From an optimization exercise on the open Yosys and OpenROAD flow, aimed at small area, a short achievable clock period and few clock cycles per item; shortcuts taken in it are not production practice.
RTL that was checked went through simulation tests only; none was proved equivalent to the original.
The RTL of runs 1, 6 and 7 was laid out without a check of its function.
Power figures rest on the tool's default switching activity, not on a simulated workload.

### design/flow/constraint.sdc
create_clock -name core_clock -period 10.0 [get_ports {clk}]
set_input_delay 2.0000 -clock core_clock [delete_from_list [all_inputs] [get_ports {clk}]]
set_output_delay 2.0000 -clock core_clock [all_outputs]
set_load 0.01 [all_outputs]
### design/flow/config.mk
export PLATFORM = sky130hd
export DESIGN_NAME = bch_decoder
export DESIGN_NICKNAME = bch_decoder
export VERILOG_FILES = /design/flow/design.v
export SDC_FILE = /design/flow/constraint.sdc
export NUM_CORES = 4
export LEC_CHECK = 0
export CAP_MARGIN = 20
export CORE_MARGIN = 2
export CORE_UTILIZATION = 40
export CTS_BUF_LIST = sky130_fd_sc_hd__clkbuf_2 sky130_fd_sc_hd__clkbuf_4 sky130_fd_sc_hd__clkbuf_8
export SLEW_MARGIN = 20
### design/flow/standard.sh
#!/bin/bash
# synth_recipe.tcl (not shown) runs the flow's synth.tcl, then flattens the netlist and writes it again
# the make line also repeats each setting of config.mk as NAME=value (left out here)
make -C /OpenROAD-flow-scripts/flow DESIGN_CONFIG=/design/flow/config.mk WORK_HOME=/design/flow/orfs CLKGATE_MAP_FILE= SYNTH_SCRIPT=/design/flow/synth_recipe.tcl "${@:-finish}"
### design/flow/design.v
package bch_pkg;
	localparam logic [63:0] M_A1_63 = 64'h28140a052330180c;  
	localparam logic [63:0] M_R1_63 = 64'h0603201008040201;  
	localparam logic [63:0] M_A3_63 = 64'h092f3c1e0f2c160b;  
	localparam logic [63:0] M_R3_63 = 64'h2e17201008040201;  
	localparam logic [63:0] M_SQ_63 = 64'h00002c0b17100401;  
	localparam logic [63:0] M_LT_63 = 64'h0000141e341c143a;  
	localparam logic [7:0]  L1_63   = 8'h3a;  
	localparam logic [8:0]  M3_63   = 9'h057;
	localparam int          NPOW_63 = 8;  
	localparam logic [63:0] POW_63 = 64'h1f0d2f0911130c01;
	localparam logic [63:0] M_A1_255 = 64'h261387cde8743a1d;  
	localparam logic [63:0] M_R1_255 = 64'h8040201008040201;  
	localparam logic [63:0] M_A3_255 = 64'hfe7f844221abee77;  
	localparam logic [63:0] M_R3_255 = 64'h8040201008040201;  
	localparam logic [63:0] M_SQ_255 = 64'h7f42ab7740100401;  
	localparam logic [63:0] M_LT_255 = 64'hf61002642a242cd6;  
	localparam logic [7:0]  L1_255   = 8'hd6;  
	localparam logic [8:0]  M3_255   = 9'h177;
	localparam int          NPOW_255 = 32;  
	localparam logic [255:0] POW_255 = 256'h1b2cf712c3511c8295e3fce649a84f853b810dd9fefd655f5d466a9d8f4c1d01;
	localparam int Q63 = 8;
	function automatic logic [7:0] lin(input logic [7:0] x, input logic [63:0] m);
		lin = '0;
		for (int i = 0; i < 8; i++) begin
			if (x[i]) lin = lin ^ m[8*i +: 8];
		end
	endfunction
	function automatic logic [7:0] div_a(input logic is63, input logic [7:0] u);
		if (is63) div_a = {2'b00, u[0], u[5:1]} ^ {7'd0, u[0]};
		else div_a = {u[0], u[7:1]} ^ {4'd0, u[0], u[0], u[0], 1'b0};
	endfunction
	function automatic logic [7:0] div_x3(input logic is63, input logic [7:0] u);
		if (is63) div_x3 = 8'((u[0] ? ({1'b0, u} ^ M3_63) : {1'b0, u}) >> 1);
		else div_x3 = 8'((u[0] ? ({1'b0, u} ^ M3_255) : {1'b0, u}) >> 1);
	endfunction
	function automatic logic [7:0] add_mod(input logic is63, input logic [7:0] a,
		input logic [7:0] b);
		logic [7:0] g, t, gg, tt, gn, tn, c;
		logic       w;
		g = a & b;
		t = a ^ b;
		gg = g;
		tt = t;
		for (int d = 1; d < 8; d = d * 2) begin
			gn = gg;
			tn = tt;
			for (int i = d; i < 8; i++) begin
				gn[i] = gg[i] | (tt[i] & gg[i-d]);
				tn[i] = tt[i] & tt[i-d];
			end
			gg = gn;
			tt = tn;
		end
		w = is63 ? (gg[5] | tt[5]) : (gg[7] | tt[7]);
		c[0] = w;
		for (int i = 1; i < 8; i++) begin
			c[i] = gg[i-1] | (tt[i-1] & w);
		end
		add_mod = t ^ c;
		if (is63) add_mod[7:6] = 2'b00;
	endfunction
endpackage
module bch_syndrome (
	input                          clk,
	input                          rstn,
	input                          i_set,
	input  [1:0]                   i_code,
	input  [8-1:0]       i_data,
	output                         o_ready,
	output                         o_valid,
	input                          i_take,
	input                          i_free_next,
	output logic [7:0]             o_s1,
	output logic [7:0]             o_s3,
	output logic                   o_is63
);
	logic [4:0] cnt_q;
	logic       pend_q;
	logic       busy;
	logic       rdy_q;
	logic       pend_d;
	logic       en;
	logic       last;
	logic [7:0] bits;
	logic [7:0] s1_fb;
	logic [7:0] s3_fb;
	assign busy = (cnt_q != 5'd0);
	assign en = rdy_q;
	assign o_ready = rdy_q;
	assign pend_d = (en && last) || (pend_q && !i_take);
	assign last = busy && (cnt_q == (o_is63 ? 5'd7 : 5'd31));
	assign o_valid = pend_q;
	always_comb begin
		s1_fb = '0;
		s3_fb = '0;
		if (busy) begin
			if (o_is63) begin
				s1_fb = bch_pkg::lin(o_s1, bch_pkg::M_A1_63);
				s3_fb = bch_pkg::lin(o_s3, bch_pkg::M_A3_63);
			end else begin
				s1_fb = bch_pkg::lin(o_s1, bch_pkg::M_A1_255);
				s3_fb = bch_pkg::lin(o_s3, bch_pkg::M_A3_255);
			end
		end
		bits = {i_data[7] & busy, i_data[6:0]};
	end
	always_ff @(posedge clk or negedge rstn) begin
		if (!rstn) begin
			cnt_q <= '0;
			pend_q <= 1'b0;
			rdy_q <= 1'b1;
		end else begin
			if (busy) begin
				if (en) begin
					cnt_q <= last ? 5'd0 : cnt_q + 5'd1;
				end
			end else begin
				cnt_q <= {4'd0, en && i_set};
			end
			pend_q <= pend_d;
			rdy_q <= !pend_d || i_free_next;
		end
	end
	always_ff @(posedge clk) begin
		if (en) begin
			o_s1 <= s1_fb ^ bits;
			o_s3 <= s3_fb ^ bits;
			if (!busy) begin
				o_is63 <= (i_code == 2'd1);
			end
		end
	end
endmodule
module bch_berlekamp (
	input                          clk,
	input                          rstn,
	input                          i_valid,
	output                         o_take,
	output                         o_free_next,
	input  [7:0]                   i_s1,
	input  [7:0]                   i_s3,
	input                          i_is63,
	output logic                   o_finish,
	output [8-1:0]        o_odata
);
	logic       s_idle, s_a, s_b, s_c, s_e1, s_e2, s_sort, s_o0, s_o1;
	logic       n_idle, n_a, n_b, n_c, n_e1, n_e2, n_sort, n_o0, n_o1;
	logic [2:0] j_q;
	logic       is63_q;
	logic [7:0] z_q;
	logic [7:0] r_q;
	logic [7:0] a_q;
	logic       valid_q;
	logic       hit_q;
	logic       zero_q;
	logic [4:0] gi_q;
	logic       hit_n;
	logic [4:0] gi_n;
	logic       zero;
	logic       found;
	logic [7:0] l;
	logic [7:0] z_step;
	logic       srch;
	logic [7:0] r_sq;
	logic [7:0] r_exp;
	logic       a_bit;
	logic       b_last;
	logic [7:0] y;
	logic [7:0] s1_red;
	logic [7:0] s3_red;
	logic [7:0] p;
	logic       lt;
	logic       load;
	logic       is63_n;
	assign zero = zero_q;
	assign found = valid_q && (hit_q || zero);
	assign l = zero ? 8'd255 : {gi_q, j_q};
	always_comb begin
		if (is63_q) begin
			a_bit = s_a ? gi_q[2] : a_q[3'd5 - j_q];
			r_sq = bch_pkg::lin(r_q, bch_pkg::M_SQ_63);
			y = bch_pkg::lin(r_q, bch_pkg::M_LT_63) ^ bch_pkg::L1_63;
			b_last = (j_q == 3'd5);
		end else begin
			a_bit = s_a ? gi_q[4] : a_q[3'd7 - j_q];
			r_sq = bch_pkg::lin(r_q, bch_pkg::M_SQ_255);
			y = bch_pkg::lin(r_q, bch_pkg::M_LT_255) ^ bch_pkg::L1_255;
			b_last = (j_q == 3'd7);
		end
		r_exp = a_bit ? bch_pkg::div_x3(is63_q, r_sq) : r_sq;
		z_step = bch_pkg::div_a(is63_q, z_q);
		if (i_is63) begin
			s1_red = bch_pkg::lin(i_s1, bch_pkg::M_R1_63);
			s3_red = bch_pkg::lin(i_s3, bch_pkg::M_R3_63);
		end else begin
			s1_red = i_s1;
			s3_red = i_s3;
		end
	end
	assign p = zero ? 8'd255 : bch_pkg::add_mod(is63_q, a_q, {gi_q, j_q});
	assign lt = (r_q < z_q);
	assign load = (s_idle || s_o1) && i_valid;
	assign o_take = load;
	always_comb begin
		n_idle = (s_idle || s_o1) && !i_valid;
		n_a = load || (s_a && !found);
		n_b = (s_a && found && !zero) || (s_b && !b_last);
		n_c = s_b && b_last;
		n_e1 = s_c || (s_e1 && !found);
		n_e2 = (s_e1 && found) || (s_e2 && !found);
		n_sort = s_e2 && found;
		n_o0 = s_sort || (s_a && found && zero);
		n_o1 = s_o0;
	end
	assign o_free_next = n_idle || n_o1;
	assign is63_n = load ? i_is63 : is63_q;
	bch_chien u_search (
		.i_z    (z_q),
		.i_is63 (is63_q),
		.o_hit  (hit_n),
		.o_i    (gi_n)
	);
	always_ff @(posedge clk or negedge rstn) begin
		if (!rstn) begin
			s_idle <= 1'b1;
			s_a <= 1'b0;
			s_b <= 1'b0;
			s_c <= 1'b0;
			s_e1 <= 1'b0;
			s_e2 <= 1'b0;
			s_sort <= 1'b0;
			s_o0 <= 1'b0;
			s_o1 <= 1'b0;
			o_finish <= 1'b0;
		end else begin
			s_idle <= n_idle;
			s_a <= n_a;
			s_b <= n_b;
			s_c <= n_c;
			s_e1 <= n_e1;
			s_e2 <= n_e2;
			s_sort <= n_sort;
			s_o0 <= n_o0;
			s_o1 <= n_o1;
			o_finish <= n_o0 || n_o1;
		end
	end
	always_ff @(posedge clk) begin
		hit_q <= hit_n;
		zero_q <= (z_q == 8'd0);
		gi_q <= gi_n;
		if (load || s_c || (s_e1 && found)) begin
			j_q <= 3'd7;
		end else if (s_a && found) begin
			j_q <= 3'd1;
		end else begin
			j_q <= j_q + 3'd1;
		end
		is63_q <= is63_n;
		if (s_a && found) begin
			a_q <= l;
		end
		valid_q <= (s_a || s_e1 || s_e2) && !found;
		if (found && (s_a || s_e2)) begin
			z_q <= p;
		end else if (s_c || (s_e1 && found)) begin
			z_q <= y ^ {7'd0, s_e1};
		end else if (s_a || s_e1 || s_e2) begin
			z_q <= z_step;
		end else if (s_o0 || (s_sort && lt)) begin
			z_q <= r_q;
		end else if (load) begin
			z_q <= s1_red;
		end
		if (found && (s_e1 || (s_a && zero))) begin
			r_q <= p;
		end else if (s_b || (s_a && found)) begin
			r_q <= r_exp;
		end else if (s_sort && lt) begin
			r_q <= z_q;
		end else if (load) begin
			r_q <= s3_red;
		end
	end
	assign o_odata = z_q;
endmodule
module bch_chien (
	input  [7:0]                   i_z,
	input                          i_is63,
	output logic                   o_hit,
	output logic [4:0]             o_i
);
	logic [15:0] hi;
	logic [15:0] lo;
	logic [bch_pkg::NPOW_255-1:0] m255;
	logic [bch_pkg::NPOW_63-1:0]  m63;
	always_comb begin
		for (int v = 0; v < 16; v++) begin
			hi[v] = (i_z[7:4] == 4'(v));
			lo[v] = (i_z[3:0] == 4'(v));
		end
		for (int i = 0; i < bch_pkg::NPOW_255; i++) begin
			m255[i] = hi[bch_pkg::POW_255[8*i+4 +: 4]] && lo[bch_pkg::POW_255[8*i +: 4]] && !i_is63;
		end
		for (int i = 0; i < bch_pkg::NPOW_63; i++) begin
			m63[i] = hi[bch_pkg::POW_63[8*i+4 +: 4]] && lo[bch_pkg::POW_63[8*i +: 4]] && i_is63;
		end
		o_hit = (|m255) || (|m63);
		o_i = '0;
		for (int i = 0; i < bch_pkg::NPOW_255; i++) begin
			if (m255[i]) o_i = o_i | 5'(i);
		end
		for (int i = 0; i < bch_pkg::NPOW_63; i++) begin
			if (m63[i]) o_i = o_i | 5'(i);
		end
	end
endmodule
module bch_decoder (
	input                      clk,
	input                      rstn,
	input                      i_set,
	input  [1:0]               i_code,
	input  [8-1:0]   i_data,
	output                     o_ready,
	output                     o_finish,
	output [8-1:0]    o_odata
);
	logic       syn_valid;
	logic       syn_take;
	logic       free_next;
	logic [7:0] s1;
	logic [7:0] s3;
	logic       is63;
	bch_syndrome u_syndrome (
		.clk     (clk),
		.rstn    (rstn),
		.i_set   (i_set),
		.i_code  (i_code),
		.i_data  (i_data),
		.o_ready (o_ready),
		.o_valid (syn_valid),
		.i_take  (syn_take),
		.i_free_next (free_next),
		.o_s1    (s1),
		.o_s3    (s3),
		.o_is63  (is63)
	);
	bch_berlekamp u_solver (
		.clk      (clk),
		.rstn     (rstn),
		.i_valid  (syn_valid),
		.o_take   (syn_take),
		.o_free_next (free_next),
		.i_s1     (s1),
		.i_s3     (s3),
		.i_is63   (is63),
		.o_finish (o_finish),
		.o_odata  (o_odata)
	);
endmodule
### design/flow/flow/run.sh
#!/bin/bash
# Standard layout, with timing repair aiming for 6.9 ns of setup slack at the
# 10 ns clock (so the paths are optimised for a shorter achieved period), and
# a small clock tree: the design has about 70 flip-flops.
set -euo pipefail
bash standard.sh SETUP_SLACK_MARGIN=6.9 \
	"CTS_ARGS=-buf_list sky130_fd_sc_hd__clkbuf_8 -repair_clock_nets -dont_use_dummy_load" \
	finish > make_finish.log 2>&1
==> out/results.tsv, run 1 <==
metric	value	unit
grtUsageTotal	22.4	%
fmax	0.324	GHz
clock_sinks	70	
cts-root-buf	clkbuf_8	
cts_htree_levels	3	
ys_types	71	
tightestPinTransition	0.969	ns
holdBufCountCts	0	
diodes	0	
drt_wl_total	17.8	mm
antenna_found_initial	0	
use_met3	4.13	%
finalMaxSlewViolations	0	
irDropWorstVdd	0.183	mV
hp-class	flop to flop	
grt.overflow.total	0	
slew_headroom	33.7	%
fin_cells	894	
path_max_fanout	2	
critPathBufInv	1	
insertion_delay	0.36	ns
hpwl	12.7	mm
crit_required	8.00	ns
reg2reg_depth	13	
dr_total_vias	5398	
clockBufferDepth	2	
power_density	208	nW/um^2
p_leak	2.67	nW
nets	750	
period_needed	3.08	ns
drtIter0Drc	703	
drtPass1Iterations	7	
setup_viol	0	
cp_slowest_cell	dfstp_4	
clkTransAtPathRegs	0.07	ns
grt_max_degree	38	
rrSetupSlack	7.06	ns
grt_pass1_vias	5275	
cts_buffers	9	
rr_startpoint	u_solver.a_q[1]$_SDFFCE_PP1P_	
boundaryPins	23	
fin_worst_skew	0.0141	ns
yosysWarnings	3	
synth_area_per_cell	8.56	um^2
syn_nets	739	
hold_viol_final	0	
setup.worst_path.end_class	primary output	
finalSetupTns	0	ns
rsz0062_at_grt	yes	
path_cells	buf_6	
avgViaCountPerCell	6.04	
busiest_layer	met2	
cts_tree	built	
start_util	41.1	%
finalPower	0.00137	W
die_w	126	um
gp_congestion	0.913	
critPathKind	flop to primary output	
grt_pass1_wl	28.4	mm
min_from	u_solver.s_o0$_DFF_PN0_	
arrival	1.08	ns
utilization	45.1	%
syn_inst	701	
drive_above_1_share	9.01	%
synth_seq_cells	70	
min_to	u_solver.s_o1$_DFF_PN0_	
wire_per_inst	19.9	um
met1_usage	29.2	%
cpLargestDelayFamily	flip-flops	
portBuffers	22	
dpl.cell_count	872	
die_h	126	um
synthArstFlopShare	24.3	%
core_area	14600	um^2
hold_path_depth	0	
met2_usage	36.2	%
crit_path_start_kind	flop	
min_period_over_period	30.8	%
dieArea	16000	um^2
rows	44	
r2r_end	u_solver.z_q[1]$_DFFE_PP_	
area_growth	9.72	%
ant_nets	0	
ys_seq_area_share	31.8	%
fin_area	6580	um^2
drc	0	
synthFlopType	edfxtp_1	
synth_edf_count	42	
outcome	timing/DRC/antenna clean	
max-cap-violations	0	
critPathMaxStageDelay	0.63	ns
syn_area	6000	um^2
post_dp_cell_area	6320	um^2
## power by group
group / switching (W) / internal (W)
clock network: 0.0000949 / 0.0000801
registers: 0.0000856 / 0.000415
logic: 0.000342 / 0.000353
total: 0.000522 / 0.000848
## kinds of logic after synthesis
| logic type | after synthesis | synth area share [%] |
|---|---|---|
| fa+ha+maj | 25 | 5.34 |
| mux | 26 | 4.98 |
| buf+inv | 63 | 4.32 |
| compound gates | 161 | 17.3 |
| flops | 70 | 31.8 |
| xor+xnor | 105 | 15.8 |
| simple gates | 251 | 20.4 |
## area by class of cell
cell class	count	area, um^2
Fill cell	1424	8010
Multi-Input combinational cell	568	3880
Sequential cell	70	1920
Timing Repair Buffer	40	350
Tap cell	184	230
Clock buffer	9	124
Inverter	23	86.3
## synthesized netlist by cell type (all sizes together), types with 19 or more instances
cell type | instances | share of area, %
nand3 | 25 | 2.1
edfxtp | 42 | 21
ha | 24 | 5.0
nand2 | 70 | 4.4
o21ai | 57 | 4.8
inv | 22 | 1.4
a21oi | 29 | 2.4
clkbuf | 26 | 1.6
xnor2 | 62 | 9.1
xor2 | 41 | 6.0
nor2 | 54 | 3.4
nor3 | 24 | 2.0
mux2i | 19 | 3.2
## worst max-delay path by stage
stage / from / end / slack [ns] / cells past startpoint
finish: u_syndrome.rdy_q$_DFF_PN1_ / o_ready / 6.92 / 1
global route: u_syndrome.rdy_q$_DFF_PN1_ / o_ready / 6.88 / 1
CTS: u_syndrome.rdy_q$_DFF_PN1_ / o_ready / 6.73 / 1
detailed placement: u_syndrome.rdy_q$_DFF_PN1_ / o_ready / 6.44 / 1
global placement: u_syndrome.rdy_q$_DFF_PN1_ / o_ready / 6.50 / 1
floorplan: u_solver.z_q[3]$_DFFE_PP_ / u_solver.z_q[0]$_DFFE_PP_ / 7.13 / 11
## repair_timing
action                                  in CTS  in global routing
gates resized for setup                     22                 14
endpoints found under the setup margin      41                 32
buffers inserted                            11                  2
## routing by layer
| metal | vias to the layer above | wire length, um |
|---|---|---|
| li1 | 2514 | - |
| met1 | 2532 | 7540 |
| met2 | 280 | 8220 |
| met3 | 72 | 1240 |
| met4 | 0 | 758 |
| met5 | - | 0 |
## state kept, by name, summed over array words and instances (netlist names), 3 cells and up, named ones only
register,cells
u_syndrome.o_s1,8
u_syndrome.cnt_q,5
u_solver.a_q,8
u_syndrome.o_s3,8
u_solver.z_q,8
u_solver.j_q,3
u_solver.r_q,8
u_solver.gi_q,5
## stage by stage
step                      worst slack (ns)  hold WS (ns)
after global routing                  6.88         0.456
after floorplan                       7.13         0.374
after detailed placement              6.44         0.410
final                                 6.92         0.436
after CTS                             6.73         0.435
after global placement                6.50         0.406
## placed cells by master (no fill, tap or decap), types with 19 or more instances in the layout
master,count
nand2_1,70
xnor2_1,62
o21ai_0,56
nor2_1,52
edfxtp_1,42
xor2_1,41
a21oi_1,27
nand3_1,25
nor3_1,24
ha_1,22
inv_1,21
mux2i_1,19
==> run 2, diff against run 1 <==
--- a/design/flow/design.v
+++ b/design/flow/design.v
@@ -180,3 +180,3 @@
 		if (is63_q) begin
-			a_bit = s_a ? gi_q[2] : a_q[3'd5 - j_q];
+			a_bit = a_q[3'd5 - j_q];
 			r_sq = bch_pkg::lin(r_q, bch_pkg::M_SQ_63);
@@ -185,3 +185,3 @@
 		end else begin
-			a_bit = s_a ? gi_q[4] : a_q[3'd7 - j_q];
+			a_bit = a_q[3'd7 - j_q];
 			r_sq = bch_pkg::lin(r_q, bch_pkg::M_SQ_255);
@@ -255,3 +255,3 @@
 		end else if (s_a && found) begin
-			j_q <= 3'd1;
+			j_q <= 3'd0;
 		end else begin
@@ -277,3 +277,3 @@
 			r_q <= p;
-		end else if (s_b || (s_a && found)) begin
+		end else if (s_b) begin
 			r_q <= r_exp;
==> design/flow/flow/run.sh (replaced) <==
#!/bin/bash
# Standard layout, with timing repair aiming for 7 ns of setup slack at the
# 10 ns clock (so the paths are optimised for a shorter achieved period), and
# a small clock tree: the design has about 70 flip-flops.
set -euo pipefail
bash standard.sh SETUP_SLACK_MARGIN=7 \
	"CTS_ARGS=-buf_list sky130_fd_sc_hd__clkbuf_8 -repair_clock_nets -dont_use_dummy_load" \
	finish > make_finish.log 2>&1
==> out/results.tsv, run 2 <==
metric	value	unit	change
ys_types	65		-8.5%
utilization	44.5	%	-0.67 points
cts-root-buf	clkbuf_8		
rows	44		unchanged
critPathLaunch	u_syndrome.rdy_q$_DFF_PN1_		
synth_area_leaders	edfxtp_1, xnor2_1, xor2_1		
power_density	208	nW/um^2	-0.13%
clockBufferDepth	2		unchanged
max-cap-violations	0		unchanged
rr_startpoint	u_solver.z_q[2]$_DFFE_PP_		
clkTransAtPathRegs	0.08	ns	about the same
period_needed	3.13	ns	+0.0465 ns
cpLargestDelayFamily	flip-flops		
path_max_fanout	2		unchanged
cts_htree_levels	3		unchanged
dr_total_vias	5157		-4.5%
drive_above_1_share	10.3	%	+1.3 points
met2_length	7.73	mm	-6.0%
dieArea	15500	um^2	-2.8%
drt_wl_total	16.7	mm	-6.2%
cts_buffers	9		unchanged
syn_inst	685		-2.3%
hpwl	11.9	mm	-6.8%
grtUsageTotal	21.4	%	-0.98 points
diodes	0		unchanged
grt_pass1_wl	26.6	mm	-6.3%
irDropWorstVdd	0.225	mV	+23%
final_cell_mix	nand2_1, nor2_1, xnor2_1		
arrival	1.13	ns	+0.05 ns
synth_edf_count	42		unchanged
synthArstFlopShare	24.3	%	unchanged
cp_slowest_cell	dfstp_4		
critPathBufInv	1		unchanged
rsz0062_at_grt	yes		
synthFlopType	edfxtp_1		
setup.worst_path.end_class	primary output		
multi_input_area	3680	um^2	-5.1%
start_util	40.5	%	-0.58 points
yosysMostFrequentCell	nand2_1		
boundaryPins	23		unchanged
critPathMaxStageDelay	0.65	ns	+0.02 ns
fin_worst_skew	0.0188	ns	+0.00475 ns
p_leak	2.59	nW	-3.1%
synth_common_cells	nand2_1, nor2_1, xnor2_1, xor2_1, o21ai_0		
holdBufCountCts	0		unchanged
wire_per_inst	18.9	um	-4.7%
drtIter0Drc	479		-32%
nets	736		-1.9%
antenna_found_initial	0		unchanged
die_w	125	um	-1.4%
min_period_over_period	31.3	%	+0.46 points
finalSetupTns	0	ns	unchanged
final-seq-area	1910	um^2	about the same
grt_pass1_vias	4919		-6.7%
cts_tree	built		
crit_path_start_kind	flop		
yosysWarnings	3		unchanged
outcome	timing/DRC/antenna clean		
crit_required	8.00	ns	about the same
dr_wl_met3	1.12	mm	-10%
grt.overflow.total	0		unchanged
die_h	125	um	-1.4%
finalMaxSlewViolations	0		unchanged
fmax	0.320	GHz	-1.5%
fin_cells	880		-1.6%
synth_top_cell_area_share	21.6	%	+0.63 points
clock_sinks	70		unchanged
syn_nets	723		-2.2%
tightestPinTransition	1.05	ns	+0.0855 ns
core_area	14400	um^2	-1.5%
wl_met1	7.20	mm	-4.5%
area_growth	9.64	%	about the same
avgViaCountPerCell	5.86		-2.9%
ant_nets	0		unchanged
critPathKind	flop to primary output		
slew_headroom	29.2	%	-4.6 points
drtPass1Iterations	5		-2
portBuffers	22		unchanged
ys_seq_area_share	32.8	%	+0.95 points
top_layer	met4		
gp_congestion	0.940		+2.9%
drc	0		unchanged
hold_viol_final	0		unchanged
fillers	1419		-0.35%
syn_area	5830	um^2	-2.9%
min_from	u_solver.s_o0$_DFF_PN0_		
mostFrequentLayoutCell	nand2_1		
dpl.cell_count	851		-2.4%
synth_top_area_cell	edfxtp_1		
synth_seq_cells	70		unchanged
grt_max_degree	45		+18%
setup_viol	0		unchanged
insertion_delay	0.37	ns	about the same
hp-class	flop to flop		
path_cells	buf_6		
synth_area_per_cell	8.50	um^2	-0.63%
run 2: cell types whose count changed after synthesis, moves of 7 or more:
cell | before | now
a21oi_1 | 29 | 40
xor2_1 | 41 | 50
nor2_1 | 54 | 65
nand2b_1 | 15 | 8
nor3_1 | 24 | 16
nand3_1 | 25 | 18
o21ai_0 | 57 | 43
run 2: final timing paths:
path,to,slack [ns],cells after the start
max,o_ready,6.87,1
min in group asynchronous,u_syndrome.cnt_q[0]$_DFFE_PN0P_,2.09,1
min,u_solver.s_o1$_DFF_PN0_,0.42,0
max in group asynchronous,u_solver.s_o0$_DFF_PN0_,7.39,1
min reg2reg,u_solver.s_o1$_DFF_PN0_,0.42,0
max reg2reg,u_solver.z_q[3]$_DFFE_PP_,7.10,10
run 2: metrics by stage:
stage	hold slack, ns	total power (W)	area (um^2)	setup slack [ns]
finish	0.420	0.00133	6390	6.87
global route	0.462	0.00143	6390	6.83
CTS	0.427	0.00133	6300	6.84
detailed placement	0.434	0.00113	6110	6.49
global placement	0.419	0.00112	6110	6.48
floorplan	0.395	0.00102	5830	7.29
run 2: final cells by class:
type | count | area share, %
multi-input combinational | 551 | 57.6
sequential | 70 | 30.0
timing repair buffer | 45 | 5.58
clock buffer | 9 | 1.94
inverter | 21 | 1.29
tap | 184 | 3.60
run 2: timing repair:
action,CTS,global route
pin swaps,1,3
endpoints found under the setup margin,33,39
buffers inserted,12,7
gates cloned,0,1
resized for setup,44,9
run 2: cell families (layout without fill, tap and decap cells):
family / count (synthesis) / in the layout / share of synthesized area, %
flip-flops: 70 / 70 / 32.8
AND/OR/NAND/NOR: 237 / 237 / 19.2
buffers and inverters: 65 / 75 / 4.81
XOR/XNOR: 110 / 110 / 16.9
AO/OA/AOI/OAI: 161 / 162 / 17.7
adder cells (fa/ha/maj): 25 / 25 / 5.50
multiplexers: 17 / 17 / 3.20
run 2: power breakdown:
| group | leakage, nW | internal [W] | switching [W] |
|---|---|---|---|
| registers | 0.698 | 0.000415 | 0.0000890 |
| logic | 1.82 | 0.000321 | 0.000322 |
| clock network | 0.0647 | 0.0000802 | 0.000101 |
| total | 2.59 | 0.000816 | 0.000512 |
run 2: per-layer routing:
layer | vias up | global-route usage (%)
met4 | 0 | 8.46
met3 | 57 | 4.38
met5 | - | 0
met1 | 2415 | 28.1
li1 | 2452 | -
met2 | 233 | 34.6
Testbench counts of run 2, summed over its fixed seeds: cycles 14,902, frames 512.
==> run 3, diff against run 2 <==
--- a/design/flow/config.mk
+++ b/design/flow/config.mk
@@ -9,4 +9,3 @@
 export CORE_MARGIN = 2
-export CORE_UTILIZATION = 40
-export CTS_BUF_LIST = sky130_fd_sc_hd__clkbuf_2 sky130_fd_sc_hd__clkbuf_4 sky130_fd_sc_hd__clkbuf_8
+export CORE_UTILIZATION = 30
 export SLEW_MARGIN = 20
==> out/results.tsv, run 3 <==
metric	value	unit	change
outcome	timing/DRC/antenna clean		
drtPass1Iterations	5		unchanged
clockBufferDepth	2		unchanged
crit_path_start_kind	flop		
synth_area_leaders	edfxtp_1, xnor2_1, xor2_1		
nets	733		-0.41%
min_period_over_period	31.2	%	-0.059 points
max-cap-violations	0		unchanged
drive_above_1_share	9.81	%	-0.53 points
rows	50		+14%
path_max_fanout	2		unchanged
synth_top_area_cell	edfxtp_1		
cts-root-buf	clkbuf_8		
hold_ws	0.435	ns	+0.0154 ns
diodes	0		unchanged
path_cells	buf_6		
crit_required	8.00	ns	about the same
irDropWorstVdd	0.175	mV	-22%
hold_viol_final	0		unchanged
setup.worst_path.end_class	primary output		
insertion_delay	0.37	ns	about the same
grtUsageTotal	16.6	%	-4.8 points
core_area	18900	um^2	+31%
clkTransAtPathRegs	0.08	ns	about the same
area_growth	11.0	%	
syn_nets	723		unchanged
critPathMaxStageDelay	0.65	ns	about the same
p_leak	2.57	nW	-0.58%
portBuffers	22		unchanged
clock_sinks	70		unchanged
cp-endpoint	o_ready		
rrSetupSlack	7.13	ns	+0.03 ns
ant_nets	0		unchanged
tightestPinTransition	1.12	ns	+0.0609 ns
critPathLaunch	u_syndrome.rdy_q$_DFF_PN1_		
synth_common_cells	nand2_1, nor2_1, xnor2_1, xor2_1, o21ai_0		
hp-class	flop to flop		
synth_area_per_cell	8.50	um^2	unchanged
drt_wl_total	16.7	mm	+0.36%
final-seq-area	1910	um^2	unchanged
slew_headroom	25.1	%	-4.0 points
r2r_end	u_solver.r_q[2]$_DFFE_PP_		
die_h	143	um	+15%
cpLargestDelayFamily	flip-flops		
finalMaxSlewViolations	0		unchanged
boundaryPins	23		unchanged
arrival	1.12	ns	about the same
fmax	0.320	GHz	+0.19%
dr_total_vias	5076		-1.6%
yosysWarnings	3		unchanged
dieArea	20500	um^2	+32%
mostFrequentLayoutCell	nand2_1		
critPathBufInv	1		unchanged
synth_top_cell_area_share	21.6	%	unchanged
grt_max_degree	45		unchanged
path_depth	1		unchanged
cts_tree	built		
grt_pass1_vias	4810		-2.2%
yosysMostFrequentCell	nand2_1		
drc	0		unchanged
syn_inst	685		unchanged
syn_area	5830	um^2	unchanged
ys_types	65		unchanged
gp_congestion	0.951		+1.2%
synthArstFlopShare	24.3	%	unchanged
power_density	206	nW/um^2	-1.0%
synth_seq_cells	70		unchanged
holdBufCountCts	0		unchanged
cp_slowest_cell	dfstp_4		
critPathKind	flop to primary output		
synthFlopType	edfxtp_1		
rr_startpoint	u_solver.z_q[3]$_DFFE_PP_		
period_needed	3.12	ns	-0.00593 ns
fillers	2008		+42%
avgViaCountPerCell	5.33		-9.1%
reg2reg_depth	8		-2
finalSetupTns	0	ns	unchanged
antenna_found_initial	0		unchanged
start_util	30.8	%	-9.7 points
drtIter0Drc	510		+6.5%
min_from	u_syndrome.pend_q$_DFF_PN0_		
grt.overflow.total	0		unchanged
final_cell_mix	nand2_1, nor2_1, xnor2_1		
multi_input_area	3660	um^2	-0.48%
ys_seq_area_share	32.8	%	unchanged
setup_viol	0		unchanged
rsz0062_at_grt	yes		
cts_buffers	9		unchanged
hpwl	11.9	mm	-0.14%
grt_pass1_wl	26.2	mm	-1.3%
cts_htree_levels	3		unchanged
wire_per_inst	17.5	um	-7.3%
synth_edf_count	42		unchanged
fin_worst_skew	0.0269	ns	+0.00810 ns
die_w	143	um	+15%
## run 3: worst min path at each step
stage | endpoint | slack (ns) | cells after the start
6_report | u_solver.s_idle$_DFF_PN1_ | 0.44 | 1
5_1_grt | u_solver.s_idle$_DFF_PN1_ | 0.48 | 1
4_1_cts | u_solver.s_idle$_DFF_PN1_ | 0.44 | 1
3_5_place_dp | u_solver.s_idle$_DFF_PN1_ | 0.42 | 1
3_3_place_gp | u_solver.s_idle$_DFF_PN1_ | 0.43 | 1
2_1_floorplan | u_solver.s_o1$_DFF_PN0_ | 0.40 | 0
## run 3: layer usage
metal,track usage [%],wire [um],up-vias
li1,-,-,2443
met1,22.5,7500,2393
met2,26.3,7600,205
met3,3.07,1140,35
met4,6.50,478,0
met5,0,0,-
## run 3: cell type report
| class | instances | share of cell area (%) |
|---|---|---|
| Multi-Input combinational cell | 550 | 56.6 |
| Sequential cell | 70 | 29.6 |
| Timing Repair Buffer | 43 | 5.53 |
| Tap cell | 260 | 5.03 |
| Clock buffer | 9 | 1.92 |
| Inverter | 21 | 1.28 |
## run 3: kinds of logic after synthesis
logic type               share of synthesized area, %
adder cells (fa/ha/maj)                          5.50
AO/OA/AOI/OAI                                    17.7
XOR/XNOR                                         16.9
buffers and inverters                            4.81
multiplexers                                     3.20
AND/OR/NAND/NOR                                  19.2
flip-flops                                       32.8
## run 3: power breakdown
group          total, W  switching [W]  internal (W)  leakage (nW)
sequential     0.000504      0.0000890      0.000415         0.698
combinational  0.000645       0.000322      0.000323          1.81
clock          0.000182       0.000102     0.0000802        0.0647
## run 3: stage by stage
step                worst slack [ns]  instances  instance area, um^2  power (W)  utilization, %
finish                          6.88        953                 6470    0.00133            34.2
global route                    6.84        953                 6470    0.00144            34.2
CTS                             6.85        947                 6390    0.00134            33.8
detailed placement              6.45        926                 6200    0.00114            32.8
global placement                6.45        926                 6200    0.00113            32.8
floorplan                       7.29        685                 5830    0.00102               -
## run 3: repair_timing
action                                 CTS  global route
gates resized for setup                 42             7
endpoints found under the hold margin    0             0
buffers inserted                        12             5
pin swaps                                1             3
setup endpoints to repair               35            22
==> run 4, diff against run 3 <==
--- a/design/flow/config.mk
+++ b/design/flow/config.mk
@@ -9,3 +9,3 @@
 export CORE_MARGIN = 2
-export CORE_UTILIZATION = 30
+export CORE_UTILIZATION = 75
 export SLEW_MARGIN = 20
==> out/results.tsv, run 4 <==
metric	value	unit	change
outcome	timing/DRC/antenna clean		
cts_buffers	9		unchanged
hold_viol_final	0		unchanged
synth_area_per_cell	8.50	um^2	unchanged
holdBufCountCts	0		unchanged
boundaryPins	23		unchanged
synth_top_cell_area_share	21.6	%	unchanged
syn_inst	685		unchanged
grt_pass1_vias	5352		+11%
drtIter0Drc	645		+26%
period_needed	3.11	ns	-0.0118 ns
clock_sinks	70		unchanged
grtUsageTotal	42.1	%	+25 points
setup.worst_path.end_class	primary output		
path_max_fanout	2		unchanged
hold_ws	0.469	ns	+0.0332 ns
core_area	7610	um^2	-60%
hp-class	flop to flop		
nets	733		unchanged
reg2reg_depth	10		+2
p_switching	0.000568	W	+11%
grt_max_degree	45		unchanged
grt.overflow.total	0		unchanged
setup_viol	0		unchanged
final-seq-area	1910	um^2	unchanged
cp_slowest_cell	dfstp_4		
critPathBufInv	1		unchanged
synthArstFlopShare	24.3	%	unchanged
drive_above_1_share	10.1	%	+0.29 points
slew_headroom	18.6	%	-6.5 points
wire_per_inst	22.1	um	+26%
finalSetupTns	0	ns	unchanged
cts_htree_levels	3		unchanged
diodes	0		unchanged
gp_congestion	0.991		+4.2%
p_sw_share	41.0	%	+2.5 points
crit_path_start_kind	flop		
multi_input_area	3680	um^2	+0.48%
hpwl	12.1	mm	+1.9%
avgViaCountPerCell	7.10		+33%
synth_edf_count	42		unchanged
drtPass1Iterations	9		+4
rr_startpoint	u_solver.z_q[3]$_DFFE_PP_		
p_clk_share	13.3	%	-0.4 points
grt_pass1_wl	27.7	mm	+5.7%
drc	0		unchanged
r2r_end	u_solver.r_q[6]$_DFFE_PP_		
ant_nets	0		unchanged
pwr-share-comb	50.0	%	+1.5 points
irDropWorstVdd	0.278	mV	+59%
cts_tree	built		
hold_path_depth	0		-1
synth_seq_cells	70		unchanged
synth_top_area_cell	edfxtp_1		
antenna_found_initial	0		unchanged
min_from	u_solver.s_o0$_DFF_PN0_		
fmax	0.321	GHz	+0.38%
start_util	76.6	%	+46 points
area_growth	7.65	%	
critPathKind	flop to primary output		
fillers	434		-78%
fin_worst_skew	0.0251	ns	-0.00182 ns
arrival	1.11	ns	about the same
critPathMaxStageDelay	0.65	ns	about the same
path_cells	buf_6		
rsz0062_at_grt	yes		
syn_area	5830	um^2	unchanged
rrSetupSlack	7.02	ns	-0.11 ns
drt_wl_total	17.6	mm	+5.2%
min_period_over_period	31.1	%	-0.12 points
synth_area_leaders	edfxtp_1, xnor2_1, xor2_1		
dr_total_vias	5642		+11%
cpLargestDelayFamily	flip-flops		
yosysMostFrequentCell	nand2_1		
power_density	221	nW/um^2	+7.5%
die_w	92.1	um	-36%
crit_required	8.00	ns	about the same
rows	32		-36%
tightestPinTransition	1.21	ns	+0.0964 ns
synth_common_cells	nand2_1, nor2_1, xnor2_1, xor2_1, o21ai_0		
synthFlopType	edfxtp_1		
finalMaxSlewViolations	0		unchanged
mostFrequentLayoutCell	nand2_1		
ys_seq_area_share	32.8	%	unchanged
final_cell_mix	nand2_1, nor2_1, xnor2_1		
clockBufferDepth	2		unchanged
die_h	92.1	um	-36%
ys_types	65		unchanged
portBuffers	22		unchanged
cts-root-buf	clkbuf_8		
insertion_delay	0.36	ns	about the same
max-cap-violations	0		unchanged
seq_power_share	36.6	%	-1.2 points
yosysWarnings	3		unchanged
syn_nets	723		unchanged
dieArea	8490	um^2	-59%
clkTransAtPathRegs	0.08	ns	about the same
p_leak	2.57	nW	about the same
min_to	u_solver.s_o1$_DFF_PN0_		
cell_internal_pwr	0.000819	W	about the same
-- run 4: cell count changes in the layout (fill, tap and decap cells not counted), sizes merged --
cell,delta
clkbuf,+3
clkdlybuf4s15,+1
buf,-4
inv,+1
clkinvlp,-1
-- run 4: through the flow --
stage	util, %	setup WS (ns)	instances	instance area [um^2]	power [W]
after floorplan	-	7.29	685	5830	0.00102
after global placement	78.9	6.53	768	6000	0.00110
after detailed placement	78.9	6.51	768	6000	0.00116
after CTS	81.8	6.88	791	6220	0.00136
after global routing	82.4	6.88	795	6270	0.00146
final	82.4	6.89	795	6270	0.00139
-- run 4: cell type report --
cell class                      instances  share of cell area [%]
Inverter                               21                    1.26
Clock buffer                            9                    1.98
Sequential cell                        70                    30.5
Timing Repair Buffer                   43                    5.53
Multi-Input combinational cell        550                    58.7
Tap cell                              102                    2.04
-- run 4: per-layer routing --
metal | track usage (%) | share of wire (%) | vias to the layer above
li1 | - | - | 2443
met1 | 49.8 | 35 | 2576
met2 | 70.6 | 47 | 475
met3 | 8.63 | 11 | 148
met4 | 24.9 | 7.2 | 0
met5 | 0 | 0 | -
-- run 4: cells by family (layout without fill, tap and decap cells) --
| group | after synthesis | count (layout) | share of synthesized area [%] |
|---|---|---|---|
| xor gates and xnor gates | 110 | 110 | 16.9 |
| buffers and inverters | 65 | 73 | 4.81 |
| DFF | 70 | 70 | 32.8 |
| AOI/OAI and AO/OA | 161 | 161 | 17.7 |
| and+or+nand+nor | 237 | 237 | 19.2 |
| muxes | 17 | 17 | 3.20 |
| adders and majority gates | 25 | 25 | 5.50 |
-- run 4: repair_timing --
item,CTS,global route
endpoints found under the setup margin,34,35
gates resized for setup,31,17
setup buffers,14,4
pin swaps,1,2
-- run 4: how the worst max path moves through the flow --
stage                                    start       to  slack, ns  cells after the start
floorplan           u_syndrome.rdy_q$_DFF_PN1_  o_ready       7.29                      0
global placement    u_syndrome.rdy_q$_DFF_PN1_  o_ready       6.53                      1
detailed placement  u_syndrome.rdy_q$_DFF_PN1_  o_ready       6.51                      1
CTS                 u_syndrome.rdy_q$_DFF_PN1_  o_ready       6.88                      1
global route        u_syndrome.rdy_q$_DFF_PN1_  o_ready       6.88                      1
finish              u_syndrome.rdy_q$_DFF_PN1_  o_ready       6.89                      1
-- run 4: worst register-to-register path: cells and delay by family, from the launching register on --
kind | cells | cell delay (ns)
DFF | 1 | 0.43
adders and majority gates | 1 | 0.30
and+or+nand+nor | 1 | 0.36
AOI/OAI and AO/OA | 6 | 1.27
buffers and inverters | 2 | 0.48
-- run 4: power by group through the flow --
stage	combinational (W)	sequential, W	clock, W
detailed placement	0.000639	0.000522	0
CTS	0.000681	0.000502	0.000178
floorplan	0.000554	0.000465	0
global route	0.000758	0.000511	0.000190
global placement	0.000589	0.000512	0
finish	0.000694	0.000508	0.000185
==> run 5, diff against run 4 <==
--- a/design/flow/config.mk
+++ b/design/flow/config.mk
@@ -9,3 +9,3 @@
 export CORE_MARGIN = 2
-export CORE_UTILIZATION = 75
+export CORE_UTILIZATION = 60
 export SLEW_MARGIN = 20
==> out/results.tsv, run 5 <==
metric	value	unit	change
outcome	timing/DRC/antenna clean		
dieArea	10500	um^2	+24%
synth_top_area_cell	edfxtp_1		
hpwl	11.4	mm	-5.5%
irDropWorstVdd	0.218	mV	-22%
hold_viol_final	0		unchanged
dr_wl_met3	1.23	mm	-34%
synthFlopType	edfxtp_1		
avgViaCountPerCell	6.38		-10%
clockBufferDepth	2		unchanged
die_h	103	um	+11%
synthArstFlopShare	24.3	%	unchanged
drive_above_1_share	9.01	%	-1.1 points
nets	728		-0.68%
yosysMostFrequentCell	nand2_1		
final-seq-area	1910	um^2	unchanged
synth_seq_cells	70		unchanged
utilization	67.1	%	-15 points
syn_nets	723		unchanged
die_w	103	um	+11%
grt_pass1_vias	4972		-7.1%
synth_common_cells	nand2_1, nor2_1, xnor2_1, xor2_1, o21ai_0		
insertion_delay	0.36	ns	about the same
start_util	62.5	%	-14 points
tightestPinTransition	1.10	ns	-0.108 ns
drtIter0Drc	477		-26%
hp-class	flop to flop		
syn_inst	685		unchanged
rrSetupSlack	7.10	ns	+0.08 ns
power_density	212	nW/um^2	-4.0%
gp_congestion	0.953		-3.8%
synth_top_cell_area_share	21.6	%	unchanged
portBuffers	22		unchanged
fmax	0.323	GHz	+0.36%
min_from	u_solver.s_o0$_DFF_PN0_		
fin_cells	817		+2.8%
crit_path_start_kind	flop		
cp_slowest_cell	dfstp_4		
grt.overflow.total	0		unchanged
grt_pass1_wl	25.3	mm	-8.8%
dr_total_vias	5210		-7.7%
ys_seq_area_share	32.8	%	unchanged
slew_headroom	25.8	%	+7.2 points
cts_tree	built		
finalSetupTns	0	ns	unchanged
ant_nets	0		unchanged
antenna_found_initial	0		unchanged
wire_per_inst	19.3	um	-13%
p_leak	2.55	nW	-1.1%
cts_htree_levels	3		unchanged
diodes	0		unchanged
syn_area	5830	um^2	unchanged
cts-root-buf	clkbuf_8		
drtPass1Iterations	6		-3
drt_wl_total	15.7	mm	-10%
mostFrequentLayoutCell	nand2_1		
holdBufCountCts	0		unchanged
finalMaxSlewViolations	0		unchanged
synth_area_per_cell	8.50	um^2	unchanged
arrival	1.10	ns	about the same
dpl.cell_count	796		+3.6%
ys_types	65		unchanged
fin_area	6260	um^2	-0.14%
post_dp_cell_area	6040	um^2	+0.69%
r2r_end	u_solver.z_q[3]$_DFFE_PP_		
wl_met1	6.28	mm	+2.2%
rr_startpoint	u_solver.z_q[3]$_DFFE_PP_		
rows	35		+9.4%
crit_required	8.00	ns	about the same
cpLargestDelayFamily	flip-flops		
grt_max_degree	45		unchanged
drc	0		unchanged
clock_sinks	70		unchanged
synth_edf_count	42		unchanged
hold_path_depth	0		unchanged
path_max_fanout	2		unchanged
core_area	9330	um^2	+23%
met2_length	7.51	mm	-9.6%
critPathKind	flop to primary output		
multi_input_area	3670	um^2	-0.27%
max-cap-violations	0		unchanged
setup.worst_path.end_class	primary output		
grtUsageTotal	31.3	%	-11 points
area_growth	7.50	%	
fin_worst_skew	0.0267	ns	+0.00154 ns
final_cell_mix	nand2_1, nor2_1, xnor2_1		
min_period_over_period	31.0	%	-0.11 points
yosysWarnings	3		unchanged
period_needed	3.10	ns	-0.0110 ns
boundaryPins	23		unchanged
fillers	792		+82%
synth_area_leaders	edfxtp_1, xnor2_1, xor2_1		
min_to	u_solver.s_o1$_DFF_PN0_		
critPathMaxStageDelay	0.65	ns	about the same
path_cells	buf_6		
rsz0062_at_grt	yes		
top_layer	met4		
clkTransAtPathRegs	0.07	ns	about the same
reg2reg_depth	10		unchanged
critPathBufInv	1		unchanged
cts_buffers	9		unchanged
setup_viol	0		unchanged
-- run 5: cell counts after synthesis --
No cell type changed its count.
-- run 5: how the worst max path moves through the flow --
stage / depth (start not counted) / from / endpoint / slack (ns)
finish: 1 / u_syndrome.rdy_q$_DFF_PN1_ / o_ready / 6.90
global route: 1 / u_syndrome.rdy_q$_DFF_PN1_ / o_ready / 6.87
CTS: 1 / u_syndrome.rdy_q$_DFF_PN1_ / o_ready / 6.87
detailed placement: 1 / u_syndrome.rdy_q$_DFF_PN1_ / o_ready / 6.50
global placement: 1 / u_syndrome.rdy_q$_DFF_PN1_ / o_ready / 6.51
floorplan: 0 / u_syndrome.rdy_q$_DFF_PN1_ / o_ready / 7.29
-- run 5: logic make-up (layout without fill, tap and decap cells) --
logic type,Yosys count,in the layout,share of synthesized area [%]
buffers and inverters,65,68,4.81
XOR/XNOR,110,110,16.9
adder cells (fa/ha/maj),25,25,5.50
AO/OA/AOI/OAI,161,161,17.7
multiplexers,17,17,3.20
AND/OR/NAND/NOR,237,237,19.2
flip-flops,70,70,32.8
-- run 5: layer usage --
metal / vias to the layer above / global-route usage [%]
met3: 68 / 4.95
met1: 2433 / 40.5
met5: - / 0
met4: 0 / 13.6
li1: 2431 / -
met2: 278 / 52.2
-- run 5: what timing repair did --
action                     CTS  global route
hold endpoints to repair     0             0
setup endpoints to repair   32            23
gates resized for setup     31            13
buffers inserted            12             0
pin swaps                    1             1
-- run 5: where the power goes --
group          internal [W]  total [W]  switching, W
registers          0.000415   0.000501     0.0000868
logic              0.000323   0.000650      0.000327
clock network     0.0000804   0.000178     0.0000975
-- run 5: final cells by class --
type | instances | area share, %
multi-input cells | 550 | 58.6
flip-flops and latches | 70 | 30.6
repair buffers | 38 | 4.96
well taps | 129 | 2.58
clock buffers | 9 | 1.98
inverters | 21 | 1.32
-- run 5: stage by stage --
step | setup slack (ns) | hold WS, ns | total power, W
floorplan | 7.29 | 0.395 | 0.00102
global placement | 6.51 | 0.421 | 0.00111
detailed placement | 6.50 | 0.426 | 0.00113
CTS | 6.87 | 0.422 | 0.00133
global route | 6.87 | 0.432 | 0.00142
finish | 6.90 | 0.419 | 0.00133
==> run 6, diff against run 5 <==
--- a/design/flow/design.v
+++ b/design/flow/design.v
@@ -80,3 +80,3 @@
 	logic       busy;
-	logic       rdy_q;
+	logic       nrdy_q;
 	logic       pend_d;
@@ -88,4 +88,4 @@
 	assign busy = (cnt_q != 5'd0);
-	assign en = rdy_q;
-	assign o_ready = rdy_q;
+	assign en = !nrdy_q;
+	assign o_ready = !nrdy_q;
 	assign pend_d = (en && last) || (pend_q && !i_take);
@@ -111,3 +111,3 @@
 			pend_q <= 1'b0;
-			rdy_q <= 1'b1;
+			nrdy_q <= 1'b0;
 		end else begin
@@ -121,3 +121,3 @@
 			pend_q <= pend_d;
-			rdy_q <= !pend_d || i_free_next;
+			nrdy_q <= pend_d && !i_free_next;
 		end
==> out/results.tsv, run 6 <==
metric	value	unit	change
grt.overflow.total	0		unchanged
die_h	105	um	+2.0%
synthArstFlopShare	24.3	%	unchanged
min_period_over_period	30.0	%	-1.0 points
syn_area	6070	um^2	+4.2%
die_w	105	um	+2.0%
synth_edf_count	42		unchanged
fillers	812		+2.5%
outcome	timing/DRC/antenna clean		
cts-root-buf	clkbuf_8		
rr_startpoint	u_solver.z_q[4]$_DFFE_PP_		
ant_nets	0		unchanged
grt_pass1_wl	26.7	mm	+5.4%
cpLargestDelayFamily	flip-flops		
drtIter0Drc	577		+21%
antenna_found_initial	0		unchanged
post_dp_cell_area	6260	um^2	+3.6%
synthFlopType	edfxtp_1		
min_from	u_syndrome.pend_q$_DFF_PN0_		
fmax	0.334	GHz	+3.5%
synth_common_cells	xnor2_1, nand2_1, nor2_1, o21ai_0, edfxtp_1		
drtPass1Iterations	6		unchanged
multi_input_area	3920	um^2	+6.9%
drt_wl_total	16.8	mm	+6.5%
synth_mux_area_share	4.78	%	+1.6 points
critPathLaunch	u_solver.z_q[5]$_DFFE_PP_		
path_cells	buf_6 > buf_6		
synth_top_family_by_area	simple AND/OR/NAND/NOR gates		
hold_viol_final	0		unchanged
start_util	61.8	%	-0.62 points
slew_headroom	37.5	%	+12 points
dieArea	10900	um^2	+4.1%
boundaryPins	23		unchanged
yosysWarnings	3		unchanged
synth_area_leaders	edfxtp_1, xnor2_1, dfrtp_1		
synth_top_area_cell	edfxtp_1		
cts_buffers	9		unchanged
critPathBufInv	2		+1
synth_compound_area_share	18.0	%	+0.31 points
power_density	210	nW/um^2	-1.2%
max-cap-violations	0		unchanged
setup.worst_path.end_class	primary output		
grt_max_degree	44		-2.2%
irDropWorstVdd	0.268	mV	+23%
hpwl	12.2	mm	+6.7%
critPathKind	flop to primary output		
final-seq-area	1910	um^2	-0.20%
crit_path_start_kind	flop		
syn_nets	731		+1.1%
rows	36		+2.9%
syn_inst	693		+1.2%
crit_required	8.00	ns	about the same
area_growth	8.51	%	
synth-xor-area-share	15.9	%	-0.97 points
ys_types	86		+32%
drc	0		unchanged
dr_total_vias	5419		+4.0%
fin_area	6590	um^2	+5.2%
path_max_fanout	2		unchanged
rsz0062_at_grt	no		
clockBufferDepth	2		unchanged
p_leak	2.69	nW	+5.7%
yosysMostFrequentCell	xnor2_1		
mostFrequentLayoutCell	xnor2_1		
drive_above_1_share	11.8	%	+2.8 points
core_area	9820	um^2	+5.3%
grt_pass1_vias	5202		+4.6%
synth_fa_ha_area_share	5.28	%	-0.22 points
insertion_delay	0.35	ns	about the same
clock_sinks	70		unchanged
wire_per_inst	20.0	um	+3.8%
synth_top_cell_area_share	20.8	%	-0.88 points
setup_viol	0		unchanged
gp_congestion	1.01		+5.4%
grtUsageTotal	30.7	%	-0.63 points
tightestPinTransition	0.937	ns	-0.167 ns
critPathMaxStageDelay	0.41	ns	-0.24 ns
fin_worst_skew	0.0261	ns	-0.000551 ns
cts_htree_levels	3		unchanged
path_common_cell	buf_6		
final_cell_mix	xnor2_1, nand2_1, nor2_1		
hp-class	flop to flop		
synth_simple_gate_area_share	19.8	%	+0.69 points
portBuffers	22		unchanged
synth_area_per_cell	8.76	um^2	+3.0%
diodes	0		unchanged
period_needed	3.00	ns	-0.105 ns
clkTransAtPathRegs	0.07	ns	about the same
nets	745		+2.3%
holdBufCountCts	0		unchanged
finalMaxSlewViolations	0		unchanged
finalSetupTns	0	ns	unchanged
avgViaCountPerCell	6.47		+1.4%
cp_slowest_cell	edfxtp_1		
arrival	1.00	ns	-0.10 ns
ys_seq_area_share	31.4	%	-1.4 points
synth_seq_cells	70		unchanged
cts_tree	built		
run 6: cell count changes after synthesis, moves of 3 or more:
cell / previous run / this run
o22ai_1: 7 / 4
o31ai_1: 6 / 3
clkbuf_1: 29 / 23
mux2i_1: 13 / 23
nor2_1: 65 / 52
xor2_1: 50 / 30
xnor2_1: 59 / 73
o211ai_1: 10 / 3
buf_1: 0 / 5
nand3_1: 18 / 25
a21oi_1: 40 / 35
nor2b_1: 12 / 15
and2_1: 3 / 6
run 6: timing repair:
action,4_1_cts,5_1_grt
buffers inserted,13,9
endpoints found under the setup margin,42,25
gates cloned,0,0
gates resized for setup,42,9
pin swaps,1,1
run 6: cell families (layout without fill, tap and decap cells):
group           count (synthesis)  after routing
mux                            27             27
xor+xnor                      106            106
flops                          70             70
compound gates                159            159
buf+inv                        65             77
simple gates                  241            241
fa+ha+maj                      25             25
run 6: power breakdown:
part | switching [W] | leakage (nW) | internal [W] | total, W
logic | 0.000337 | 1.93 | 0.000364 | 0.000701
clock network | 0.0000989 | 0.0647 | 0.0000804 | 0.000179
registers | 0.0000903 | 0.702 | 0.000412 | 0.000502
run 6: area by class of cell:
cell class	count	share of cell area [%]
Sequential cell	70	29.0
Inverter	21	1.31
Tap cell	133	2.53
Multi-Input combinational cell	558	59.5
Clock buffer	9	1.88
Timing Repair Buffer	47	5.77
run 6: path summary, 6_finish.rpt:
check                                         endpoint  slack (ns)  cells after the start
max                                         o_odata[5]        7.00                      2
min                          u_solver.s_idle$_DFF_PN1_        0.43                      1
max reg2reg                  u_solver.z_q[2]$_DFFE_PP_        7.08                      9
min reg2reg                  u_solver.s_idle$_DFF_PN1_        0.43                      1
max in group asynchronous  u_syndrome.nrdy_q$_DFF_PN0_        7.37                      1
min in group asynchronous       u_solver.s_b$_DFF_PN0_        2.08                      1
run 6: metrics by stage:
stage,utilization (%),std cells,worst slack [ns],hold slack (ns),power (W)
after floorplan,-,693,7.08,0.396,0.00107
after global placement,63.8,806,6.39,0.411,0.00116
after detailed placement,63.8,806,6.34,0.421,0.00119
after CTS,65.9,828,6.91,0.430,0.00138
after global routing,67.1,838,6.98,0.463,0.00148
final,67.1,838,7.00,0.431,0.00138
run 6: per-layer routing:
metal  vias up  wire, um  track usage (%)
met1      2541      6690             38.5
met3        71      1260             4.37
li1       2511         -                -
met5         -         0                0
met2       296      8010             51.4
met4         0       817             16.4
==> run 7, diff against run 6 <==
--- a/design/flow/config.mk
+++ b/design/flow/config.mk
@@ -9,3 +9,4 @@
 export CORE_MARGIN = 2
-export CORE_UTILIZATION = 60
+export CORE_UTILIZATION = 40
+export CTS_BUF_LIST = sky130_fd_sc_hd__clkbuf_2 sky130_fd_sc_hd__clkbuf_4 sky130_fd_sc_hd__clkbuf_8
 export SLEW_MARGIN = 20
==> out/results.tsv, run 7 <==
metric	value	unit	change
outcome	timing/DRC/antenna clean		
grt.overflow.total	0		unchanged
cts-root-buf	clkbuf_8		
area_growth	8.72	%	
synthFlopType	edfxtp_1		
p_clk_share	12.9	%	about the same
clockBufferDepth	2		unchanged
syn_area	6070	um^2	unchanged
syn_nets	731		unchanged
boundaryPins	23		unchanged
crit_path_start_kind	flop		
synth_edf_count	42		unchanged
fmax	0.329	GHz	-1.6%
synth_area_per_cell	8.76	um^2	unchanged
nets	740		-0.67%
seq_power_share	36.7	%	+0.4 points
fin_worst_skew	0.0182	ns	-0.00790 ns
final_cell_mix	xnor2_1, nand2_1, nor2_1		
critPathBufInv	1		-1
grt_pass1_vias	5087		-2.2%
p_leak	2.66	nW	-1.4%
period_needed	3.04	ns	+0.0477 ns
finalMaxSlewViolations	0		unchanged
crit_required	8.00	ns	about the same
gp_congestion	0.939		-6.6%
p_sw_share	38.2	%	+0.11 points
syn_inst	693		unchanged
max-cap-violations	0		unchanged
ys_types	86		unchanged
start_util	40.4	%	-21 points
cp_slowest_cell	edfxtp_1		
drtPass1Iterations	5		-1
tightestPinTransition	1.05	ns	+0.112 ns
rows	45		+25%
synth_common_cells	xnor2_1, nand2_1, nor2_1, o21ai_0, edfxtp_1		
wire_per_inst	19.4	um	-3.2%
pwr-share-comb	50.4	%	-0.3 points
drt_wl_total	17.2	mm	+2.5%
setup_viol	0		unchanged
synth_seq_cells	70		unchanged
wl_met1	7.36	mm	+10%
cpLargestDelayFamily	flip-flops		
utilization	43.9	%	-23 points
setup.worst_path.end_class	primary output		
core_area	15000	um^2	+53%
p_switching	0.000529	W	+0.60%
avgViaCountPerCell	5.99		-7.4%
dieArea	16200	um^2	+48%
ys_seq_area_share	31.4	%	unchanged
insertion_delay	0.37	ns	+0.02 ns
grtUsageTotal	21.8	%	-9.0 points
path_cells	buf_2		
power_density	210	nW/um^2	+0.13%
dr_wl_met3	1.34	mm	+6.9%
yosysMostFrequentCell	xnor2_1		
yosysWarnings	3		unchanged
mostFrequentLayoutCell	xnor2_1		
synth_top_area_cell	edfxtp_1		
hold_ws	0.425	ns	-0.00641 ns
hold_viol_final	0		unchanged
min_period_over_period	30.4	%	+0.48 points
cts_htree_levels	3		unchanged
grt_pass1_wl	27.6	mm	+3.5%
fin_area	6600	um^2	+0.19%
synth_top_cell_area_share	20.8	%	unchanged
critPathKind	flop to primary output		
irDropWorstVdd	0.214	mV	-20%
holdBufCountCts	0		unchanged
drive_above_1_share	10.9	%	-0.92 points
top_layer	met4		
slew_headroom	29.6	%	-7.9 points
clkTransAtPathRegs	0.07	ns	about the same
hpwl	12.4	mm	+1.5%
met2_length	8.04	mm	+0.44%
dr_total_vias	5318		-1.9%
arrival	1.04	ns	+0.04 ns
cell_internal_pwr	0.000857	W	+0.14%
cts_tree	built		
cts_buffers	9		unchanged
critPathMaxStageDelay	0.49	ns	+0.08 ns
portBuffers	22		unchanged
die_w	127	um	+22%
synthArstFlopShare	24.3	%	unchanged
diodes	0		unchanged
hp-class	flop to flop		
rsz0062_at_grt	yes		
drc	0		unchanged
clock_sinks	70		unchanged
drtIter0Drc	767		+33%
synth_area_leaders	edfxtp_1, xnor2_1, dfrtp_1		
post_dp_cell_area	6350	um^2	+1.3%
ant_nets	0		unchanged
antenna_found_initial	0		unchanged
finalSetupTns	0	ns	unchanged
grt_max_degree	55		+25%
die_h	127	um	+22%
path_max_fanout	2		unchanged
run 7: cell counts after synthesis:
Identical to the previous run, type by type.
run 7: metrics by stage:
stage	setup slack, ns	std cells	power, W
after floorplan	7.08	693	0.00107
after global placement	6.37	863	0.00118
after detailed placement	6.35	863	0.00120
after CTS	6.89	883	0.00139
after global routing	6.93	888	0.00149
final	6.96	888	0.00139
run 7: worst reg2reg max path: stages (launching register included):
cell	delay, ns
edfxtp_1	0.40
buf_4	0.29
clkinvlp_4	0.23
ha_1	0.24
a21o_1	0.17
a21oi_1	0.20
o22ai_1	0.17
or2_4	0.32
mux2_4	0.31
a21oi_1	0.14
o22ai_1	0.10
run 7: final timing paths:
check                                       startpoint                          end  slack, ns  cells after the start
max                          u_solver.z_q[0]$_DFFE_PP_                   o_odata[0]       6.96                      1
min                        u_syndrome.pend_q$_DFF_PN0_    u_solver.s_idle$_DFF_PN1_       0.42                      1
max reg2reg                  u_solver.z_q[4]$_DFFE_PP_    u_solver.z_q[2]$_DFFE_PP_       7.15                     10
min reg2reg                u_syndrome.pend_q$_DFF_PN0_    u_solver.s_idle$_DFF_PN1_       0.42                      1
max in group asynchronous                         rstn  u_syndrome.nrdy_q$_DFF_PN0_       7.40                      1
min in group asynchronous                         rstn      u_solver.s_o1$_DFF_PN0_       2.08                      1
run 7: final cells by class:
cell class / instances / area (um^2)
tap: 188 / 235
multi-input combinational: 558 / 3900
inverter: 21 / 90.1
clock buffer: 9 / 124
sequential: 70 / 1910
timing repair buffer: 42 / 344
fill: 1467 / 8430
run 7: logic make-up (layout without fill, tap and decap cells):
kind of cell               after synthesis  count (layout)  synth area share [%]
muxes                                   27              27                  4.78
adders and majority gates               25              25                  5.28
AOI/OAI and AO/OA                      159             159                  18.0
buffers and inverters                   65              72                  4.78
xor gates and xnor gates               106             106                  15.9
and+or+nand+nor                        241             241                  19.8
DFF                                     70              70                  31.4
run 7: layer usage:
layer  vias to the layer above  GRT usage [%]
met4                         0           5.82
met1                      2487           29.3
met5                         -              0
li1                       2496              -
met2                       290           36.0
met3                        45           4.27
run 7: what timing repair did:
item | 4_1_cts | 5_1_grt
pin swaps | 0 | 1
setup buffers | 11 | 5
hold endpoints to repair | 0 | 0
resized for setup | 40 | 9
setup endpoints to repair | 42 | 27
run 7: power groups by stage:
| stage | clock (W) | sequential (W) | combinational [W] |
|---|---|---|---|
| final | 0.000179 | 0.000509 | 0.000699 |
| after global routing | 0.000195 | 0.000516 | 0.000777 |
| after CTS | 0.000184 | 0.000507 | 0.000699 |
| after detailed placement | 0 | 0.000515 | 0.000681 |
| after global placement | 0 | 0.000510 | 0.000666 |
| after floorplan | 0 | 0.000449 | 0.000617 |

==> port drivers added, routing unchanged <==
Ports are ideal in the flow. The routed layouts listed here were re-timed in OpenROAD. Step 1, drivers: a clkbuf_16 drives clk and a buf_2 each remaining input, both assumed. Step 2 also shifts input and output timing later by t, the mid clock arrival at the registers, as if the neighbouring blocks saw the same clock. a / b / c = ideal / step 1 / step 2; a / b = the first two.
run	t, ns	setup slack, ns	latest minus earliest clock arrival (ns)	worst data-port slew with drivers (ns)
run 1	0.391	6.917 / 6.882 / 6.867	0.015 / 0.014	0.03
run 2	0.398	6.871 / 6.837 / 6.915	0.020 / 0.019	0.03
run 3	0.397	6.877 / 6.840 / 6.911	0.027 / 0.027	0.03
run 4	0.382	6.889 / 6.854 / 6.851	0.026 / 0.026	0.04
run 5	0.379	6.900 / 6.865 / 6.887	0.027 / 0.027	0.03
run 6	0.378	7.005 / 6.969 / 6.853	0.026 / 0.026	0.03
run 7	0.391	6.957 / 6.923 / 6.860	0.018 / 0.018	0.03
After both steps every run listed still meets setup and hold. For run 6, which loses most, drivers alone change the setup slack by -0.036 ns; drivers and shift together by -0.152 ns.
